This is an optimization exercise on Yosys and OpenROAD, whose aim is small area, not a production implementation.
RTL that was checked went through simulation tests only; none was proved equivalent to the original.
Function not checked in run 4: the RTL went through the layout flow alone.
Power and IR drop assume default switching activity.

File: flow/config.mk
export PLATFORM = sky130hd
export DESIGN_NAME = sdhc_dma_top
export DESIGN_NICKNAME = sdhc_dma_top
export VERILOG_FILES = /design/flow/design.v
export SDC_FILE = /design/flow/constraint.sdc
export NUM_CORES = 4
export LEC_CHECK = 0
export CAP_MARGIN = 0
export CELL_PAD_IN_SITES_DETAIL_PLACEMENT = 0
export CELL_PAD_IN_SITES_GLOBAL_PLACEMENT = 0
export CORE_MARGIN = 2
export CORE_UTILIZATION = 65
export CTS_BUF_LIST = sky130_fd_sc_hd__clkbuf_16
export CTS_CLUSTER_DIAMETER = 70
export CTS_CLUSTER_SIZE = 30
export PLACE_DENSITY = 0.75
export SLEW_MARGIN = 0
export SYNTH_HIERARCHICAL = 1
File: flow/standard.sh
#!/bin/bash
# synth_recipe.tcl (not shown) runs the flow's synth.tcl, then flattens the netlist and writes it again
# the make line also repeats each setting of config.mk as NAME=value (left out here)
make -C /OpenROAD-flow-scripts/flow DESIGN_CONFIG=/design/flow/config.mk WORK_HOME=/design/flow/orfs CLKGATE_MAP_FILE= SYNTH_SCRIPT=/design/flow/synth_recipe.tcl "${@:-finish}"
File: flow/constraint.sdc
create_clock -name core_clock -period 10.0 [get_ports {CLK}]
set_input_delay 2.0000 -clock core_clock [delete_from_list [all_inputs] [get_ports {CLK}]]
set_output_delay 2.0000 -clock core_clock [all_outputs]
set_load 0.01 [all_outputs]
File: flow/design.v
package sdhc_pkg;
   parameter int DATA_W = 32;      
   parameter int ADDR_W = 64;      
   parameter int LEN_W  = 16;      
   parameter int BYTES_PER_WORD = DATA_W / 8;
endpackage
`timescale 1ns/1ps
module fifo_rd_bit (
   input  logic [7:0] s,
   input  logic [7:0] d,
   output logic       y
);
   assign y = |(s & d);
endmodule
module data_fifo (
   input  logic        CLK,
   input  logic        reset,
   input  logic        push,
   input  logic [31:0] wdata,
   input  logic        pop,
   output logic [31:0] rdata,
   output logic        empty,
   output logic        full
);
   logic [31:0] mem [8];
   logic [2:0]  wr_ptr;
   logic [2:0]  rd_ptr;
   logic        last_push;
   logic        same;
   logic        do_push;
   logic        do_pop;
   assign same    = (wr_ptr == rd_ptr);
   assign empty   = same & ~last_push;
   assign full    = same & last_push;
   assign do_push = push & ~full;      
   assign do_pop  = pop & ~empty;      
   logic [7:0] rd_sel;
   always_comb begin
      for (int i = 0; i < 8; i++) begin
         rd_sel[i] = (rd_ptr == 3'(i));
      end
   end
   for (genvar b = 0; b < 32; b++) begin : g_rd
      logic [7:0] col;
      for (genvar i = 0; i < 8; i++) begin : g_col
         assign col[i] = mem[i][b];
      end
      fifo_rd_bit u_rd (.s(rd_sel), .d(col), .y(rdata[b]));
   end
   always_ff @(posedge CLK) begin
      if (do_push) begin
         mem[wr_ptr] <= wdata;
      end
   end
   always_ff @(posedge CLK) begin
      if (reset) begin
         wr_ptr    <= '0;
         rd_ptr    <= '0;
         last_push <= 1'b0;
      end else begin
         if (do_push) begin
            wr_ptr <= wr_ptr + 1'b1;
         end
         if (do_pop) begin
            rd_ptr <= rd_ptr + 1'b1;
         end
         if (do_push != do_pop) begin
            last_push <= do_push;
         end
      end
   end
endmodule
`timescale 1ns/1ps
module sel_aoi3 (
   input  logic [2:0] s,
   input  logic [2:0] d,
   output logic       y_n
);
   assign y_n = ~|(s & d);
endmodule
module sel_aoi2 (
   input  logic [1:0] s,
   input  logic [1:0] d,
   output logic       y_n
);
   assign y_n = ~|(s & d);
endmodule
module sel_or #(
   parameter int N = 64
) (
   input  logic [N-1:0] s,
   input  logic [N-1:0] d,
   output logic         y
);
   localparam int N3 = N / 3;
   localparam int R  = N % 3;
   localparam int P  = N3 + (R != 0 ? 1 : 0);
   logic [P-1:0] part_n;
   for (genvar g = 0; g < N3; g++) begin : g_aoi
      sel_aoi3 u_aoi (.s(s[3*g +: 3]), .d(d[3*g +: 3]), .y_n(part_n[g]));
   end
   if (R == 2) begin : g_r2
      sel_aoi2 u_aoi (.s(s[N-1 -: 2]), .d(d[N-1 -: 2]), .y_n(part_n[P-1]));
   end else if (R == 1) begin : g_r1
      assign part_n[P-1] = ~(s[N-1] & d[N-1]);
   end
   assign y = ~&part_n;
endmodule
module sys_ram (
   input  logic        CLK,
   input  logic        we,
   input  logic [5:0]  addr,
   input  logic [31:0] wdata,
   output logic [31:0] rdata
);
   logic [31:0] mem [64];
   logic [63:0] sel;
   always_comb begin
      for (int i = 0; i < 64; i++) begin
         sel[i] = (addr == 6'(i));
      end
   end
   for (genvar b = 0; b < 32; b++) begin : g_rd
      logic [63:0] col;
      for (genvar i = 0; i < 64; i++) begin : g_col
         assign col[i] = mem[i][b];
      end
      sel_or #(.N(64)) u_rd (.s(sel), .d(col), .y(rdata[b]));
   end
   always_ff @(posedge CLK) begin
      for (int i = 0; i < 64; i++) begin
         if (we & sel[i]) begin
            mem[i] <= wdata;
         end
      end
   end
endmodule
`timescale 1ns/1ps
module dma_transfer (
   input  logic        CLK,
   input  logic        reset,
   input  logic        start,
   input  logic        direction,      
   input  logic [5:0]  word_init,      
   input  logic [13:0] words,          
   input  logic        empty,
   input  logic        full,
   output logic        done,
   output logic [5:0]  word_addr,
   output logic        fifo_read,
   output logic        fifo_write
);
   logic        dir;
   logic        waiting;      
   logic [13:0] left;
   logic        complete;
   logic        blocked;
   logic        active;
   assign complete   = (left == '0);
   assign blocked    = dir ? full : empty;
   assign active     = ~done & ~waiting;
   assign fifo_read  = active & ~dir & ~empty & ~complete;
   assign fifo_write = active &  dir & ~full  & ~complete;
   always_ff @(posedge CLK) begin
      if (reset) begin
         done <= 1'b1;
      end else if (done) begin
         done <= ~start;
      end else if (active) begin
         done <= complete;
      end
   end
   always_ff @(posedge CLK) begin
      if (done) begin
         dir       <= direction;
         waiting   <= 1'b0;
         left      <= words;
         word_addr <= word_init;
      end else begin
         if (active) begin
            waiting <= ~complete & blocked;
         end else begin
            waiting <= blocked;
         end
         if (fifo_read | fifo_write) begin
            left      <= left - 1'b1;
            word_addr <= word_addr + 1'b1;
         end
      end
   end
endmodule
`timescale 1ns/1ps
module sdhc_dma_top #(
   parameter int FIFO_DEPTH = 8,
   parameter int RAM_WORDS  = 64
) (
   input  logic                         CLK,
   input  logic                         reset,
   input  logic                         start,
   input  logic                         direction,
   input  logic [63:0]                  address_init,
   input  logic [15:0]                  length,
   output logic                         done,
   input  logic                         card_push,
   input  logic [31:0]                  card_wdata,
   input  logic                         card_pop,
   output logic [31:0]                  card_rdata,
   output logic                         card_empty,
   output logic                         card_full,
   input  logic                         host_we,
   input  logic [$clog2(RAM_WORDS)-1:0] host_addr,
   input  logic [31:0]                  host_wdata,
   output logic [31:0]                  host_rdata
);
   logic [5:0]  word_addr;
   logic        fifo_read;
   logic        fifo_write;
   logic [31:0] ram_rdata;
   dma_transfer u_transfer (
      .CLK        (CLK),
      .reset      (reset),
      .start      (start),
      .direction  (direction),
      .word_init  (address_init[7:2]),
      .words      (length[15:2]),
      .empty      (card_empty),
      .full       (card_full),
      .done       (done),
      .word_addr  (word_addr),
      .fifo_read  (fifo_read),
      .fifo_write (fifo_write)
   );
   data_fifo u_fifo (
      .CLK   (CLK),
      .reset (reset),
      .push  (fifo_write | card_push),
      .wdata (fifo_write ? ram_rdata : card_wdata),
      .pop   (fifo_read | card_pop),
      .rdata (card_rdata),
      .empty (card_empty),
      .full  (card_full)
   );
   sys_ram u_ram (
      .CLK   (CLK),
      .we    (done ? host_we : fifo_read),
      .addr  (done ? host_addr : word_addr),
      .wdata (done ? host_wdata : card_rdata),
      .rdata (ram_rdata)
   );
   assign host_rdata = ram_rdata;
endmodule
File: flow/flow/run.sh
#!/bin/bash
# Standard layout, but the port buffers use the smallest buffer cell
# instead of the one buffer_ports picks by default.
export BUFFER_PORTS_ARGS="-buffer_cell sky130_fd_sc_hd__buf_1"
bash standard.sh > standard.log 2>&1
==> impl_metrics.ini, run 1 <==
[run_status]
status = complete, no violations

[job]
maxCapViolCount = 0

[min_path]
hold_class = register to register
holdPathStages = 2
min-delay-start = u_transfer.waiting$_SDFF_PP0_
worstHoldEndpoint = u_transfer.waiting$_SDFF_PP0_

[synth]
syn_inst = 3878
synth_edf_count = 2325
async_flop_share_pct = 0
synth_commonest_cells = edfxtp_1 (2325), a222oi_1 (672), nand4_1 (161), a22oi_1 (128), nor2_1 (123)
synth-seq-cells = 2334
yosysUniqueCellTypes = 56
netlist_area_um2 = 82500
synth.most_common_cell = edfxtp_1
yosysTopAreaCell = edfxtp_1
synth_seq_area_share_pct = 84.9
synth_nets = 4044
yosys_warnings = 10
synth_top_area_share_pct = 84.6
synth.avg_cell_area_um2 = 21.3
synth_area_leaders = edfxtp_1 (85%), a222oi_1 (8.2%), nand4_1 (1.2%), a22oi_1 (1.2%), mux2_2 (0.90%)
ys.flop_type = edfxtp_1

[routing]
wl_per_cell_um = 36.4
drtIter0Drc = 10800
vias = 45800
first_pass_iters = 9
wirelength_um = 219000
drcViolationCount = 0
viasPerCell = 7.63
ant_nets = 0

[clock_tree]
htreeDepth = 3
cts_setup_buffers = 0
clock_sinks = 2334
cts_resized = 0
cts_hold_buffers = 0
numCtsBuffers = 106
root_buffer = clkbuf_16
clockBufferDepth = 3
insertion_delay_ps = 770
clkTransAtPathRegs_ps = 90
cts_tree = yes

[global_route]
use_met2_pct = 50.4
grt-ovfl-total = 0
grt_pass1_vias = 43300
grt_busiest_layer = met2
met3_usage_pct = 7.65
antenna_found_initial = 11
grt_max_degree = 65
track_usage_pct = 33.3
grt_pass1_wl_um = 307000
grtUsageMet1_pct = 47.5

[power_and_ir_drop]
peakVddDrop_mv = 0.245
p_leak_uw = 0.0273
finalPower_uw = 21200
powerDensity_nw_per_um2 = 233

[timing]
max_slew.worst_pin.slew_ps = 1290
relSlewSlack_pct = 14.0
min_period_ps = 8480
skew_ps = 37.4
final_max_slew_viol_count = 0
rsz0062_at_grt = no
period_share_pct = 84.8
hold_viol_final = 0
fin_ws_ps = 1520
setup_tns_ps = 0
finalSetupViolCount = 0
clock.fmax_mhz = 118

[worst_setup_path]
regToRegEndpoint = u_fifo.mem[1][9]$_DFFE_PP_
r2r_start = u_transfer.done$_SDFF_PP1_
worstPathRequired_ps = 8000
arrival_ps = 6480
end_kind = output pin
rr_worst_depth = 9
cp_max_fo = 18
path_class = input pin to output pin
worstSetupStartpointType = input pin
r2r_setup_slack_ps = 4140

[die]
fp.dieW_um = 360
core-area_um2 = 126000
die_h_um = 360
io_pins = 224
start_util_pct = 65.6
die-area_um2 = 130000
row_count = 130

[place]
place_congestion = 0.888
place_ws_ps = 1750
post-dp-hpwl_um = 122000
placedInstanceArea_um2 = 87100
io_buffers = 163

[cells_and_area]
design_area_um2 = 90700
utilization_pct = 72.2
drive_above_1_share_pct = 13.6
area_growth_pct = 10.0
nets = 4445
==> cells by family (layout without fill, tap and decap cells) <==
kind of cell	count (synthesis)	count (layout)	share of synthesized area, %
DFF	2334	2334	84.9
adders and majority gates	9	9	0.137
buffers and inverters	55	528	0.379
AOI/OAI and AO/OA	860	860	9.85
muxes	81	81	1.16
other	0	7	0
xor gates and xnor gates	21	21	0.232
and+or+nand+nor	518	518	3.38
==> state kept, by name, indices dropped and copies added (netlist names) <==
signal,count
u_fifo.last_push,1
u_fifo.mem,256
u_fifo.rd_ptr,3
u_fifo.wr_ptr,3
u_ram.mem,2048
u_transfer.dir,1
u_transfer.done,1
u_transfer.left,14
u_transfer.waiting,1
u_transfer.word_addr,6
==> cells in the final DEF, fill, tap and decap left out, drive strengths merged, types with 4 or more instances in the layout <==
master / instances
edfxtp: 2325
a222oi: 672
buf: 339
nand4: 161
nor2: 139
a22oi: 128
clkbuf: 108
nand2: 87
mux2: 78
inv: 44
nor4: 43
nand3: 37
a211oi: 33
clkinv: 25
o21ai: 16
xnor2: 12
ha: 9
xor2: 9
dfxtp: 9
diode: 7
bufinv: 7
nand2b: 7
nand4bb: 6
nor3: 6
clkinvlp: 5
nor2b: 5
or4b: 5
or2: 4
nand4b: 4
or4: 4
==> Yosys stat by module, one instance, submodules excluded, a selection <==
module | flops+latches | copies in the design
sys_ram | 2048 | 1
data_fifo | 263 | 1
dma_transfer | 23 | 1
sdhc_dma_top | 0 | 1
fifo_rd_bit | 0 | 32
sel_aoi3 | 0 | 672
==> report_power, final <==
group          internal (uW)  total [uW]  switching (uW)
registers              12000       12100             118
logic                    747        3660            2910
clock network           2290        5380            3090
==> stage by stage <==
stage	hold WS [ps]	std cells
detailed placement	473	5821
finish	503	6008
CTS	490	6001
global placement	467	5821
floorplan	454	3878
global route	530	6005
==> layout make-up <==
| cell class | count | area, um^2 |
|---|---|---|
| Inverter | 9 | 33.8 |
| Fill cell | 7225 | 35000 |
| Timing Repair Buffer | 339 | 1930 |
| Multi-Input combinational cell | 1489 | 13000 |
| Sequential cell | 2334 | 70000 |
| Clock inverter | 72 | 971 |
| Antenna cell | 7 | 17.5 |
| Tap cell | 1650 | 2060 |
| Clock buffer | 108 | 2700 |
==> worst max-delay path: stages <==
cell and delay, ps:
buf_1 90, mux2_2 380, nand2b_2 890, nor2_4 290, buf_4 340, a222oi_1 440, nand4_1 320, nor4_1 990
nand2_1 430, buf_1 240
==> worst max-delay path by stage <==
stage | from | end | cells after the start
after detailed placement | host_addr[5] | host_rdata[28] | 10
after CTS | host_addr[5] | host_rdata[28] | 10
final | host_addr[5] | host_rdata[9] | 10
after floorplan | host_addr[0] | host_rdata[0] | 8
after global placement | host_addr[5] | host_rdata[28] | 10
after global routing | host_addr[5] | host_rdata[7] | 10
==> routing by layer <==
metal / wire length (um) / vias to the layer above
met3: 31200 / 442
met2: 100000 / 3720
met1: 76700 / 23100
li1: - / 18500
met4: 10300 / 4
met5: 25 / -
==> inputs of run 2 (changes only) <==
--- a/flow/design.v
+++ b/flow/design.v
@@ -155,37 +155,24 @@
    logic [13:0] left;
    logic        complete;
    logic        blocked;
-   logic        active;
+   logic        step;         
    assign complete   = (left == '0);
    assign blocked    = dir ? full : empty;
-   assign active     = ~done & ~waiting;
-   assign fifo_read  = active & ~dir & ~empty & ~complete;
-   assign fifo_write = active &  dir & ~full  & ~complete;
-   always_ff @(posedge CLK) begin
-      if (reset) begin
-         done <= 1'b1;
-      end else if (done) begin
-         done <= ~start;
-      end else if (active) begin
-         done <= complete;
-      end
+   assign step       = ~done & ~waiting & ~complete & ~blocked;
+   assign fifo_read  = step & ~dir;
+   assign fifo_write = step &  dir;
+   always_ff @(posedge CLK) begin
+      done    <= reset | (done ? ~start : (~waiting & complete));
+      waiting <= ~done & blocked & (waiting | ~complete);
    end
    always_ff @(posedge CLK) begin
       if (done) begin
          dir       <= direction;
-         waiting   <= 1'b0;
          left      <= words;
          word_addr <= word_init;
-      end else begin
-         if (active) begin
-            waiting <= ~complete & blocked;
-         end else begin
-            waiting <= blocked;
-         end
-         if (fifo_read | fifo_write) begin
-            left      <= left - 1'b1;
-            word_addr <= word_addr + 1'b1;
-         end
+      end else if (step) begin
+         left      <= left - 1'b1;
+         word_addr <= word_addr + 1'b1;
       end
    end
 endmodule
==> flow/config.mk (replaced) <==
export PLATFORM = sky130hd
export DESIGN_NAME = sdhc_dma_top
export DESIGN_NICKNAME = sdhc_dma_top
export VERILOG_FILES = /design/flow/design.v
export SDC_FILE = /design/flow/constraint.sdc
export NUM_CORES = 4
export LEC_CHECK = 0
export CAP_MARGIN = 0
export CELL_PAD_IN_SITES_DETAIL_PLACEMENT = 1
export CELL_PAD_IN_SITES_GLOBAL_PLACEMENT = 1
export CORE_MARGIN = 2
export CORE_UTILIZATION = 65
export CTS_BUF_LIST = sky130_fd_sc_hd__clkbuf_8
export CTS_CLUSTER_DIAMETER = 60
export CTS_CLUSTER_SIZE = 18
export PLACE_DENSITY = 0.75
export SLEW_MARGIN = 0
export SYNTH_HIERARCHICAL = 1
==> impl_metrics.ini, run 2 <==
[run_status]
status = complete, no violations

[die]
start_util_pct = 65.6
core-area_um2 = 126000
fp.dieW_um = 360
die_h_um = 360
row_count = 130
die-area_um2 = 130000
io_pins = 224

[worst_setup_path]
cp_max_fo = 18
r2r_setup_slack_ps = 4320
crit_path_start = host_addr[4]
worstSetupStartpointType = input pin
r2r_start = u_transfer.done$_DFF_P_
path_class = input pin to output pin
end_kind = output pin
arrival_ps = 6470
rr_worst_depth = 9
endpoint = host_rdata[30]
worstPathRequired_ps = 8000
regToRegEndpoint = u_fifo.mem[0][30]$_DFFE_PP_

[clock_tree]
cts_tree = yes
cts_setup_buffers = 0
cts_hold_buffers = 0
numCtsBuffers = 154
clock_sinks = 2334
cts_resized = 0
clkTransAtPathRegs_ps = 100
insertion_delay_ps = 950
htreeDepth = 4
clockBufferDepth = 3
root_buffer = clkbuf_8

[global_route]
track_usage_pct = 38.8
grt_max_degree = 65
antenna_found_initial = 29
grt_pass1_vias = 47800
grt_pass1_wl_um = 351000
grt-ovfl-total = 0

[routing]
drcViolationCount = 0
viasPerCell = 7.86
wirelength_um = 253000
vias = 47700
drtIter0Drc = 12000
ant_nets = 0
wl_per_cell_um = 41.8
first_pass_iters = 11

[min_path]
min-delay-start = u_transfer.waiting$_DFF_P_
hold_class = register to register

[cells_and_area]
top_register = u_ram.mem
design_area_um2 = 89600
drive_above_1_share_pct = 14.2
register_area_um2 = 70000
multi_input_area_um2 = 12800
final_common_cell = edfxtp_1
top_regs = u_ram.mem: 2048 flops, u_fifo.mem: 256 flops, u_transfer.left: 14 flops
nets = 4517
area_growth_pct = 8.72
largest_register_ffs = 2048
n_fill_cell = 9794
layout.cells.most_common_list = edfxtp_1 (2325), a222oi_1 (672), buf_4 (200), buf_1 (163)
finalNonFillerCells = 6065

[synth]
async_flop_share_pct = 0
yosysUniqueCellTypes = 50
synth_nets = 4046
yosys_warnings = 10
synth_seq_area_share_pct = 84.9
synth_top_area_share_pct = 84.7
yosysTopAreaCell = edfxtp_1
syn_inst = 3880
netlist_area_um2 = 82400
synth-seq-cells = 2334
ys.flop_type = edfxtp_1
synth_edf_count = 2325
synth_commonest_cells = edfxtp_1 (2325), a222oi_1 (672), nand4_1 (161), a22oi_1 (128), nor2_1 (123)
synth.most_common_cell = edfxtp_1
synth_area_leaders = edfxtp_1 (85%), a222oi_1 (8.2%), nand4_1 (1.2%), a22oi_1 (1.2%), mux2_2 (0.90%)
synth.avg_cell_area_um2 = 21.2

[timing]
skew_ps = 48.7
clock.fmax_mhz = 118
max_slew.worst_pin.slew_ps = 1420
min_period_ps = 8470
final_max_slew_viol_count = 0
relSlewSlack_pct = 4.96
finalSetupViolCount = 0
rsz0062_at_grt = no
setup_tns_ps = 0
period_share_pct = 84.7
hold_viol_final = 0

[power_and_ir_drop]
p_comb_share_pct = 16.7
switchingPower_uw = 5650
internal_power_uw = 14200
p_leak_uw = 0.0270
powerDensity_nw_per_um2 = 221
peakVddDrop_mv = 0.150
power_frac_clock_pct = 22.5
power_frac_seq_pct = 60.8
netSwitchingFraction_pct = 28.5

[place]
place_congestion = 0.863
io_buffers = 163
dp.cells = 5845
post-dp-hpwl_um = 143000
placedInstanceArea_um2 = 87000

[job]
maxCapViolCount = 0
## run 2: changes by cell type in the layout (fill, tap and decap cells not counted), moves of 6 or more
cell / change
nor4_2: -6
clkinv_2: +7
inv_8: -10
inv_6: -11
buf_4: +24
nor4_1: +6
clkbuf_16: -108
nor2_4: -29
clkinv_8: -12
nor2_2: +29
inv_1: +11
clkbuf_8: +161
## run 2: per-module statistics from Yosys, one instance, submodules excluded, excerpt
module,cells inside,flip-flops and latches
sel_aoi3,1,0
fifo_rd_bit,5,0
sys_ram,2227,2048
sdhc_dma_top,81,0
data_fifo,333,263
dma_transfer,119,23
## run 2: metal layers
layer  wire, um  global-route usage (%)  part of all wire [%]  vias to the layer above
li1           -                       -                     -                    18600
met1      87300                    53.9                    34                    24300
met2     119000                    60.5                    47                     4221
met3      35500                    8.35                    14                      554
met4      11700                    17.2                   4.6                       20
met5        129                       0                 0.051                        -
## run 2: worst min path at each step
stage	end	slack, ps	depth (start not counted)
3_3_place_gp	u_transfer.done$_DFF_P_	450	1
2_1_floorplan	u_transfer.done$_DFF_P_	440	1
6_report	u_transfer.done$_DFF_P_	490	1
3_5_place_dp	u_transfer.done$_DFF_P_	470	1
4_1_cts	u_transfer.done$_DFF_P_	490	1
5_1_grt	u_transfer.done$_DFF_P_	510	1
## run 2: critical path, cell delays in order
cell	delay, ps
buf_1	190
mux2_2	410
nand2b_1	480
buf_4	320
nor2_2	260
buf_4	340
a222oi_1	450
nand4_1	420
nor4_2	980
nand2_1	360
buf_1	230
## run 2: cells by family after synthesis
group,synth area share (%)
compound gates,9.86
xor+xnor,0.222
buf+inv,0.387
simple gates,3.33
fa+ha+maj,0.137
flops,84.9
mux,1.16
## run 2: cell type report
| class | instances | area share [%] |
|---|---|---|
| Antenna cell | 11 | 0.0307 |
| Clock buffer | 161 | 2.47 |
| Clock inverter | 48 | 0.412 |
| Inverter | 9 | 0.0377 |
| Multi-Input combinational cell | 1489 | 14.3 |
| Sequential cell | 2334 | 78.1 |
| Tap cell | 1650 | 2.30 |
| Timing Repair Buffer | 363 | 2.36 |
## run 2: through the flow
stage	hold WS, ps	setup slack (ps)	total power [uW]	utilization [%]
finish	486	1530	19800	71.3
global route	509	1510	20200	71.3
CTS	490	1700	19700	71.3
detailed placement	469	1650	15500	69.2
global placement	446	1800	15200	69.2
floorplan	442	3370	13600	-
## run 2: power by group through the flow
stage,Combinational [uW],Sequential [uW],Clock (uW)
global placement,2980,12200,0
global route,3370,12100,4740
detailed placement,3190,12300,0
finish,3300,12100,4460
floorplan,1410,12200,0
CTS,3200,12100,4470
==> inputs of run 3 (changes only) <==
--- a/flow/config.mk
+++ b/flow/config.mk
@@ -10,9 +10,9 @@
 export CELL_PAD_IN_SITES_GLOBAL_PLACEMENT = 1
 export CORE_MARGIN = 2
 export CORE_UTILIZATION = 65
-export CTS_BUF_LIST = sky130_fd_sc_hd__clkbuf_8
-export CTS_CLUSTER_DIAMETER = 60
-export CTS_CLUSTER_SIZE = 18
+export CTS_BUF_LIST = sky130_fd_sc_hd__clkbuf_16
+export CTS_CLUSTER_DIAMETER = 100
+export CTS_CLUSTER_SIZE = 30
 export PLACE_DENSITY = 0.75
 export SLEW_MARGIN = 0
 export SYNTH_HIERARCHICAL = 1
==> impl_metrics.ini, run 3 <==
[run_status]
status = complete, no violations

[clock_tree]
cts_tree = yes
root_buffer = clkbuf_16
cts_hold_buffers = 0
cts_resized = 0
clockBufferDepth = 3
cts_setup_buffers = 0
numCtsBuffers = 87
clkTransAtPathRegs_ps = 120
htreeDepth = 3
clock_sinks = 2334
insertion_delay_ps = 740

[global_route]
track_usage_pct = 38.6
grt_pass1_wl_um = 350000
grtUsageMet1_pct = 54.3
grt_busiest_layer = met2
grt_max_degree = 65
grt-ovfl-total = 0
antenna_found_initial = 29
grt_pass1_vias = 46900
use_met2_pct = 60.4
met3_usage_pct = 7.38

[cells_and_area]
top_regs = u_ram.mem: 2048 flops, u_fifo.mem: 256 flops, u_transfer.left: 14 flops
top_register = u_ram.mem
final_common_cell = edfxtp_1
largest_register_ffs = 2048
drive_above_1_share_pct = 12.3
layout.cells.most_common_list = edfxtp_1 (2325), a222oi_1 (672), buf_4 (200), buf_1 (163), nand4_1 (161)
area_growth_pct = 8.40
nets = 4450
finalNonFillerCells = 5958
n_fill_cell = 9725

[die]
die_h_um = 360
io_pins = 224
fp.dieW_um = 360
start_util_pct = 65.6
die-area_um2 = 130000
core-area_um2 = 126000
row_count = 130

[synth]
synth_nets = 4046
yosysUniqueCellTypes = 50
synth.avg_cell_area_um2 = 21.2
ys.flop_type = edfxtp_1
synth_area_leaders = edfxtp_1 (85%), a222oi_1 (8.2%), nand4_1 (1.2%), a22oi_1 (1.2%), mux2_2 (0.90%)
synth_top_area_share_pct = 84.7
yosysTopAreaCell = edfxtp_1
synth.most_common_cell = edfxtp_1
synth_edf_count = 2325
syn_inst = 3880
netlist_area_um2 = 82400
async_flop_share_pct = 0
synth_seq_area_share_pct = 84.9
yosys_warnings = 10
synth_commonest_cells = edfxtp_1 (2325), a222oi_1 (672), nand4_1 (161), a22oi_1 (128), nor2_1 (123)
synth-seq-cells = 2334

[place]
place_congestion = 0.863
dp.cells = 5845
post-dp-hpwl_um = 143000
io_buffers = 163

[routing]
wirelength_um = 253000
wl_per_cell_um = 42.4
viasPerCell = 7.92
vias = 47200
ant_nets = 0
first_pass_iters = 10
drtIter0Drc = 12000
drcViolationCount = 0

[power_and_ir_drop]
power_frac_clock_pct = 22.1
internal_power_uw = 14200
peakVddDrop_mv = 0.224
switchingPower_uw = 5510
netSwitchingFraction_pct = 28.0
p_leak_uw = 0.0268
power_frac_seq_pct = 61.1
p_comb_share_pct = 16.8
powerDensity_nw_per_um2 = 221

[timing]
skew_ps = 38.4
setup_tns_ps = 0
period_share_pct = 84.8
relSlewSlack_pct = 7.14
max_slew.worst_pin.slew_ps = 1390
finalSetupViolCount = 0
min_period_ps = 8480
final_max_slew_viol_count = 0
hold_viol_final = 0
clock.fmax_mhz = 118
rsz0062_at_grt = no

[worst_setup_path]
worstPathRequired_ps = 8000
worstSetupStartpointType = input pin
end_kind = output pin
crit_cells = 11
cp_max_fo = 19
critPathTopFamily = simple AND/OR/NAND/NOR gates
arrival_ps = 6480
cp_slowest_stage_delay_ps = 1060
path_class = input pin to output pin
rr_worst_depth = 8
cp_slowest_cell = nand4b_1
path_cells = buf_1, mux2_2, nand4b_1, nor2_2, buf_4, a222oi_1, nand4_1, nor4_1, buf_4, nand2_1, buf_1
cp_num_buf_inv = 4

[min_path]
holdPathStages = 1
hold_class = register to register

[job]
maxCapViolCount = 0
-- run 3: cell counts after synthesis --
No cell type changed its count.
-- run 3: cells by family after synthesis --
kind of cell	share of synthesized area, %
muxes	1.16
xor gates and xnor gates	0.222
DFF	84.9
buffers and inverters	0.387
adders and majority gates	0.137
and+or+nand+nor	3.33
AOI/OAI and AO/OA	9.86
-- run 3: final timing paths --
check	from	end	slack (ps)
max	host_addr[2]	host_rdata[3]	1520
min	u_transfer.waiting$_DFF_P_	u_transfer.done$_DFF_P_	490
max reg2reg	u_transfer.done$_DFF_P_	u_fifo.mem[2][29]$_DFFE_PP_	4230
min reg2reg	u_transfer.waiting$_DFF_P_	u_transfer.done$_DFF_P_	490
-- run 3: Yosys stat by module (local to each module, per instance), excerpt --
module | cells inside | cell area (um^2) | copies in the design
data_fifo | 333 | 8360 | 1
dma_transfer | 119 | 1250 | 1
fifo_rd_bit | 5 | 36.3 | 32
sdhc_dma_top | 81 | 930 | 1
sel_aoi3 | 1 | 10.0 | 672
sys_ram | 2227 | 62400 | 1
-- run 3: through the flow --
step / instance area [um^2] / power [uW] / hold slack [ps] / setup WS [ps] / utilization [%]
after detailed placement: 87000 / 15500 / 469 / 1650 / 69.2
after floorplan: 82400 / 13600 / 442 / 3370 / -
after CTS: 89300 / 19600 / 487 / 1670 / 71.0
after global placement: 87000 / 15200 / 446 / 1800 / 69.2
after global routing: 89300 / 20000 / 506 / 1410 / 71.1
final: 89400 / 19700 / 487 / 1520 / 71.1
-- run 3: routing by layer --
layer | up-vias | routed length [um]
li1 | 18500 | -
met1 | 24200 | 87400
met2 | 4018 | 119000
met3 | 542 | 33800
met4 | 18 | 12700
met5 | - | 113
-- run 3: layout make-up --
class                      count  area (um^2)  share of cell area [%]
timing repair buffer         363         2110                    2.36
inverter                       9         33.8                  0.0378
sequential                  2334        70000                    78.3
multi-input combinational   1489        12800                    14.3
antenna                       13         32.5                  0.0364
clock buffer                  90         2250                    2.52
tap                         1650         2060                    2.31
clock inverter                10         65.1                  0.0728
-- run 3: power by group through the flow --
stage	Clock, uW	Sequential [uW]	Combinational [uW]
6_report	4360	12100	3310
5_1_grt	4590	12100	3380
4_1_cts	4350	12100	3200
3_5_place_dp	0	12300	3190
3_3_place_gp	0	12200	2980
2_1_floorplan	0	12200	1410
==> inputs of run 4 (changes only) <==
--- a/flow/design.v
+++ b/flow/design.v
@@ -106,20 +106,35 @@
    end
    assign y = ~&part_n;
 endmodule
-module sys_ram (
-   input  logic        CLK,
-   input  logic        we,
+module word_mux3 (
+   input  logic [2:0] s,
+   input  logic [2:0] d,
+   output logic       y
+);
+   assign y = |(s & d);
+endmodule
+module ram_decode (
    input  logic [5:0]  addr,
-   input  logic [31:0] wdata,
-   output logic [31:0] rdata
-);
-   logic [31:0] mem [64];
-   logic [63:0] sel;
+   output logic [63:0] sel
+);
    always_comb begin
       for (int i = 0; i < 64; i++) begin
          sel[i] = (addr == 6'(i));
       end
    end
+endmodule
+module sys_ram (
+   input  logic        CLK,
+   input  logic        we_a,       
+   input  logic [31:0] wdata_a,
+   input  logic        we_b,       
+   input  logic [31:0] wdata_b,
+   input  logic [5:0]  addr,
+   output logic [31:0] rdata
+);
+   logic [31:0] mem [64];
+   logic [63:0] sel;
+   ram_decode u_dec (.addr(addr), .sel(sel));
    for (genvar b = 0; b < 32; b++) begin : g_rd
       logic [63:0] col;
       for (genvar i = 0; i < 64; i++) begin : g_col
@@ -127,10 +142,20 @@
       end
       sel_or #(.N(64)) u_rd (.s(sel), .d(col), .y(rdata[b]));
    end
+   logic [31:0] next_word;
+   logic        keep;
+   assign keep = ~(we_a | we_b);
+   for (genvar b = 0; b < 32; b++) begin : g_next
+      word_mux3 u_mux (
+         .s ({keep, we_b, we_a}),
+         .d ({rdata[b], wdata_b[b], wdata_a[b]}),
+         .y (next_word[b])
+      );
+   end
    always_ff @(posedge CLK) begin
       for (int i = 0; i < 64; i++) begin
-         if (we & sel[i]) begin
-            mem[i] <= wdata;
+         if (sel[i]) begin
+            mem[i] <= next_word;
          end
       end
    end
@@ -155,24 +180,37 @@
    logic [13:0] left;
    logic        complete;
    logic        blocked;
-   logic        step;         
+   logic        active;
    assign complete   = (left == '0);
    assign blocked    = dir ? full : empty;
-   assign step       = ~done & ~waiting & ~complete & ~blocked;
-   assign fifo_read  = step & ~dir;
-   assign fifo_write = step &  dir;
-   always_ff @(posedge CLK) begin
-      done    <= reset | (done ? ~start : (~waiting & complete));
-      waiting <= ~done & blocked & (waiting | ~complete);
+   assign active     = ~done & ~waiting;
+   assign fifo_read  = active & ~dir & ~empty & ~complete;
+   assign fifo_write = active &  dir & ~full  & ~complete;
+   always_ff @(posedge CLK) begin
+      if (reset) begin
+         done <= 1'b1;
+      end else if (done) begin
+         done <= ~start;
+      end else if (active) begin
+         done <= complete;
+      end
    end
    always_ff @(posedge CLK) begin
       if (done) begin
          dir       <= direction;
+         waiting   <= 1'b0;
          left      <= words;
          word_addr <= word_init;
-      end else if (step) begin
-         left      <= left - 1'b1;
-         word_addr <= word_addr + 1'b1;
+      end else begin
+         if (active) begin
+            waiting <= ~complete & blocked;
+         end else begin
+            waiting <= blocked;
+         end
+         if (fifo_read | fifo_write) begin
+            left      <= left - 1'b1;
+            word_addr <= word_addr + 1'b1;
+         end
       end
    end
 endmodule
@@ -228,11 +266,13 @@
       .full  (card_full)
    );
    sys_ram u_ram (
-      .CLK   (CLK),
-      .we    (done ? host_we : fifo_read),
-      .addr  (done ? host_addr : word_addr),
-      .wdata (done ? host_wdata : card_rdata),
-      .rdata (ram_rdata)
+      .CLK     (CLK),
+      .we_a    (fifo_read),
+      .wdata_a (card_rdata),
+      .we_b    (done & host_we),
+      .wdata_b (host_wdata),
+      .addr    (done ? host_addr : word_addr),
+      .rdata   (ram_rdata)
    );
    assign host_rdata = ram_rdata;
 endmodule
==> flow/flow/run.sh (replaced) <==
#!/bin/bash
# Standard layout, but the port buffers use the smallest buffer cell
# instead of the one buffer_ports picks by default, and gates off the
# critical paths are downsized after global routing.
export BUFFER_PORTS_ARGS="-buffer_cell sky130_fd_sc_hd__buf_1"
export RECOVER_POWER=100
bash standard.sh > standard.log 2>&1
--- a/flow/config.mk
+++ b/flow/config.mk
@@ -9,10 +9,10 @@
 export CELL_PAD_IN_SITES_DETAIL_PLACEMENT = 1
 export CELL_PAD_IN_SITES_GLOBAL_PLACEMENT = 1
 export CORE_MARGIN = 2
-export CORE_UTILIZATION = 65
-export CTS_BUF_LIST = sky130_fd_sc_hd__clkbuf_16
-export CTS_CLUSTER_DIAMETER = 100
-export CTS_CLUSTER_SIZE = 30
-export PLACE_DENSITY = 0.75
+export CORE_UTILIZATION = 60
+export CTS_BUF_LIST = sky130_fd_sc_hd__clkbuf_8
+export CTS_CLUSTER_DIAMETER = 60
+export CTS_CLUSTER_SIZE = 18
+export PLACE_DENSITY = 0.7
 export SLEW_MARGIN = 0
 export SYNTH_HIERARCHICAL = 1
==> impl_metrics.ini, run 4 <==
[run_status]
status = finished with violations
failed_checks = capacitance limit, slew limit

[worst_setup_path]
worstSetupStartpointType = register
cp_max_fo = 22
arrival_ps = 7000
path_class = register to output pin
worstPathRequired_ps = 8000
r2r_start = u_transfer.done$_SDFF_PP1_
r2r_setup_slack_ps = 1180
rr_worst_depth = 13
end_kind = output pin
regToRegEndpoint = u_ram.mem[61][12]$_DFFE_PP_

[min_path]
min-delay-start = u_transfer.waiting$_SDFF_PP0_
holdPathStages = 2
hold_class = register to register
worstHoldEndpoint = u_transfer.waiting$_SDFF_PP0_

[cells_and_area]
largest_register_ffs = 2048
layout.cells.most_common_list = edfxtp_1 (2325), a222oi_1 (704), clkbuf_8 (165), nand4_1 (161), buf_1 (160)
top_regs = u_ram.mem: 2048 flops, u_fifo.mem: 256 flops, u_transfer.left: 14 flops
n_fill_cell = 11100
area_growth_pct = 8.57
top_register = u_ram.mem
final_common_cell = edfxtp_1
drive_above_1_share_pct = 7.82
utilization_pct = 65.7
nets = 4517

[timing]
final_max_slew_viol_count = 2372
period_share_pct = 90.0
skew_ps = 40.7
clock.fmax_mhz = 111
finalSetupViolCount = 0
relSlewSlack_pct = -99.3
setup_tns_ps = 0
min_period_ps = 9000
rsz0062_at_grt = no
hold_viol_final = 0
max_slew.worst_pin.slew_ps = 2990

[clock_tree]
cts_setup_buffers = 0
clkTransAtPathRegs_ps = 110
insertion_delay_ps = 930
cts_tree = yes
cts_resized = 0
clockBufferDepth = 3
clock_sinks = 2334
cts_hold_buffers = 0
htreeDepth = 4
numCtsBuffers = 157
root_buffer = clkbuf_8

[synth]
yosysTopAreaCell = edfxtp_1
yosysUniqueCellTypes = 53
synth_seq_area_share_pct = 85.1
synth.avg_cell_area_um2 = 21.5
synth_top_area_share_pct = 84.9
async_flop_share_pct = 0
synth-seq-cells = 2334
syn_inst = 3824
synth_commonest_cells = edfxtp_1 (2325), a222oi_1 (704), nand4_1 (161), a22oi_1 (128), nand2_1 (87)
synth_nets = 3990
yosys_warnings = 11
ys.flop_type = edfxtp_1
synth_edf_count = 2325
synth.most_common_cell = edfxtp_1
synth_area_leaders = edfxtp_1 (85%), a222oi_1 (8.6%), nand4_1 (1.2%), a22oi_1 (1.2%), mux2_4 (0.57%)
netlist_area_um2 = 82200

[routing]
first_pass_iters = 10
drcViolationCount = 0
drtIter0Drc = 8180
wl_per_cell_um = 35.2
met3_length_um = 20500
wl_met1_um = 87700
top_layer = met5
ant_nets = 0
viasPerCell = 7.30
wl_met2_um = 104000
vias = 45400
wirelength_um = 219000

[power_and_ir_drop]
finalPower_uw = 21900
p_leak_uw = 0.0270
powerDensity_nw_per_um2 = 245
peakVddDrop_mv = 0.154

[global_route]
grt_pass1_wl_um = 319000
grt_pass1_vias = 45500
antenna_found_initial = 10
track_usage_pct = 31.2
grt_max_degree = 65
grt-ovfl-total = 0

[die]
core-area_um2 = 136000
die-area_um2 = 140000
fp.dieW_um = 374
io_pins = 224
die_h_um = 374
start_util_pct = 60.5
row_count = 135

[place]
post-dp-hpwl_um = 133000
io_buffers = 163
place_congestion = 0.796

[job]
maxCapViolCount = 73
run 4: metal layers:
layer | up-vias | global-route usage, %
li1 | 18700 | -
met1 | 23900 | 46.3
met2 | 2489 | 49.0
met3 | 293 | 4.64
met4 | 6 | 9.03
met5 | - | 0
run 4: how the worst max path moves through the flow:
stage,start,to,slack [ps]
6_report,u_transfer.done$_SDFF_PP1_,host_rdata[17],1000
3_5_place_dp,host_addr[0],host_rdata[28],1580
5_1_grt,u_transfer.done$_SDFF_PP1_,host_rdata[28],750
2_1_floorplan,host_addr[1],host_rdata[10],1770
3_3_place_gp,host_addr[0],host_rdata[29],1740
4_1_cts,host_addr[0],host_rdata[28],1560
run 4: cell families (layout without fill, tap and decap cells):
logic type      after synthesis  count (layout)  share of synthesized area, %
xor+xnor                     21              21                         0.233
other cells                   0               8                             0
buf+inv                      68             666                         0.409
simple gates                452             452                          3.02
fa+ha+maj                     9               9                         0.137
flops                      2334            2334                          85.1
compound gates              892             892                          10.3
mux                          48              48                         0.794
run 4: metrics by stage:
step / cell area [um^2] / instances / hold WS, ps / worst slack (ps)
after global placement: 87600 / 5973 / 464 / 1740
after CTS: 90400 / 6203 / 519 / 1560
after detailed placement: 87600 / 5973 / 507 / 1580
final: 89300 / 6211 / 515 / 997
after global routing: 89300 / 6205 / 561 / 751
after floorplan: 82200 / 3824 / 454 / 1770
run 4: worst max-delay path: stages, from the launching register on:
cell and delay, ps:
dfxtp_1 760, buf_4 480, mux2_1 600, nand4bb_1 440, nor2_1 1540, clkbuf_1 690
clkbuf_1 680, a222oi_1 170, nand2_1 120, a211oi_1 60, nand2_1 310, buf_1 190
run 4: where the power goes:
| group | leakage [uW] | internal (uW) | total, uW | switching (uW) |
|---|---|---|---|---|
| Clock | 0.00146 | 1670 | 4560 | 2890 |
| Sequential | 0.0212 | 13000 | 13200 | 184 |
| Combinational | 0.00430 | 726 | 4160 | 3440 |
| Total | 0.0270 | 15400 | 21900 | 6510 |
run 4: layout make-up:
cell class,count,area [um^2],share of cell area (%)
clock buffer,165,2270,2.54
sequential,2334,70000,78.4
antenna,8,20.0,0.0224
clock inverter,65,489,0.548
inverter,41,154,0.172
timing repair buffer,395,2210,2.47
multi-input combinational,1422,11900,13.3
tap,1781,2230,2.50
run 4: modules after synthesis, one instance, submodules excluded, a selection:
module	copies in the design	flip-flops and latches	cells inside
sys_ram	1	2048	2049
data_fifo	1	263	333
dma_transfer	1	23	117
ram_decode	1	0	95
fifo_rd_bit	32	0	5
word_mux3	32	0	2
sel_aoi3	672	0	1

re-timing with driven ports:
The flow's constraints put no driver on any port. The routed layouts listed below were extracted and timed again, unchanged, in two steps. Step 1, drivers: a clkbuf_16 drives CLK and a buf_2 each remaining input, both assumed. Step 2, shift: input delay + t, output delay - t, t = (earliest + latest rising clock arrival at the registers) / 2. This alone moves slack from input paths to output paths. Three values: no drivers, after step 1, after step 2; two values: the first two.
run | t (ns) | setup slack, ns | worst setup path at the end | slew at the worst register clock pin (ns) | worst slew at a driven data input, ns
run 1 | 0.829 | 1.521 / 1.479 / 1.479 | input to output | 0.11 / 0.11 | 0.09
run 2 | 1.000 | 1.527 / 1.500 / 1.500 | input to output | 0.11 / 0.11 | 0.11
run 3 | 0.804 | 1.522 / 1.492 / 1.492 | input to output | 0.12 / 0.12 | 0.11
run 4 | 0.986 | 0.997 / 0.924 / 0.407 | input to register | 0.12 / 0.12 | 0.14
For run 4, which loses most, drivers alone change the setup slack by -0.073 ns; drivers and shift together by -0.590 ns.
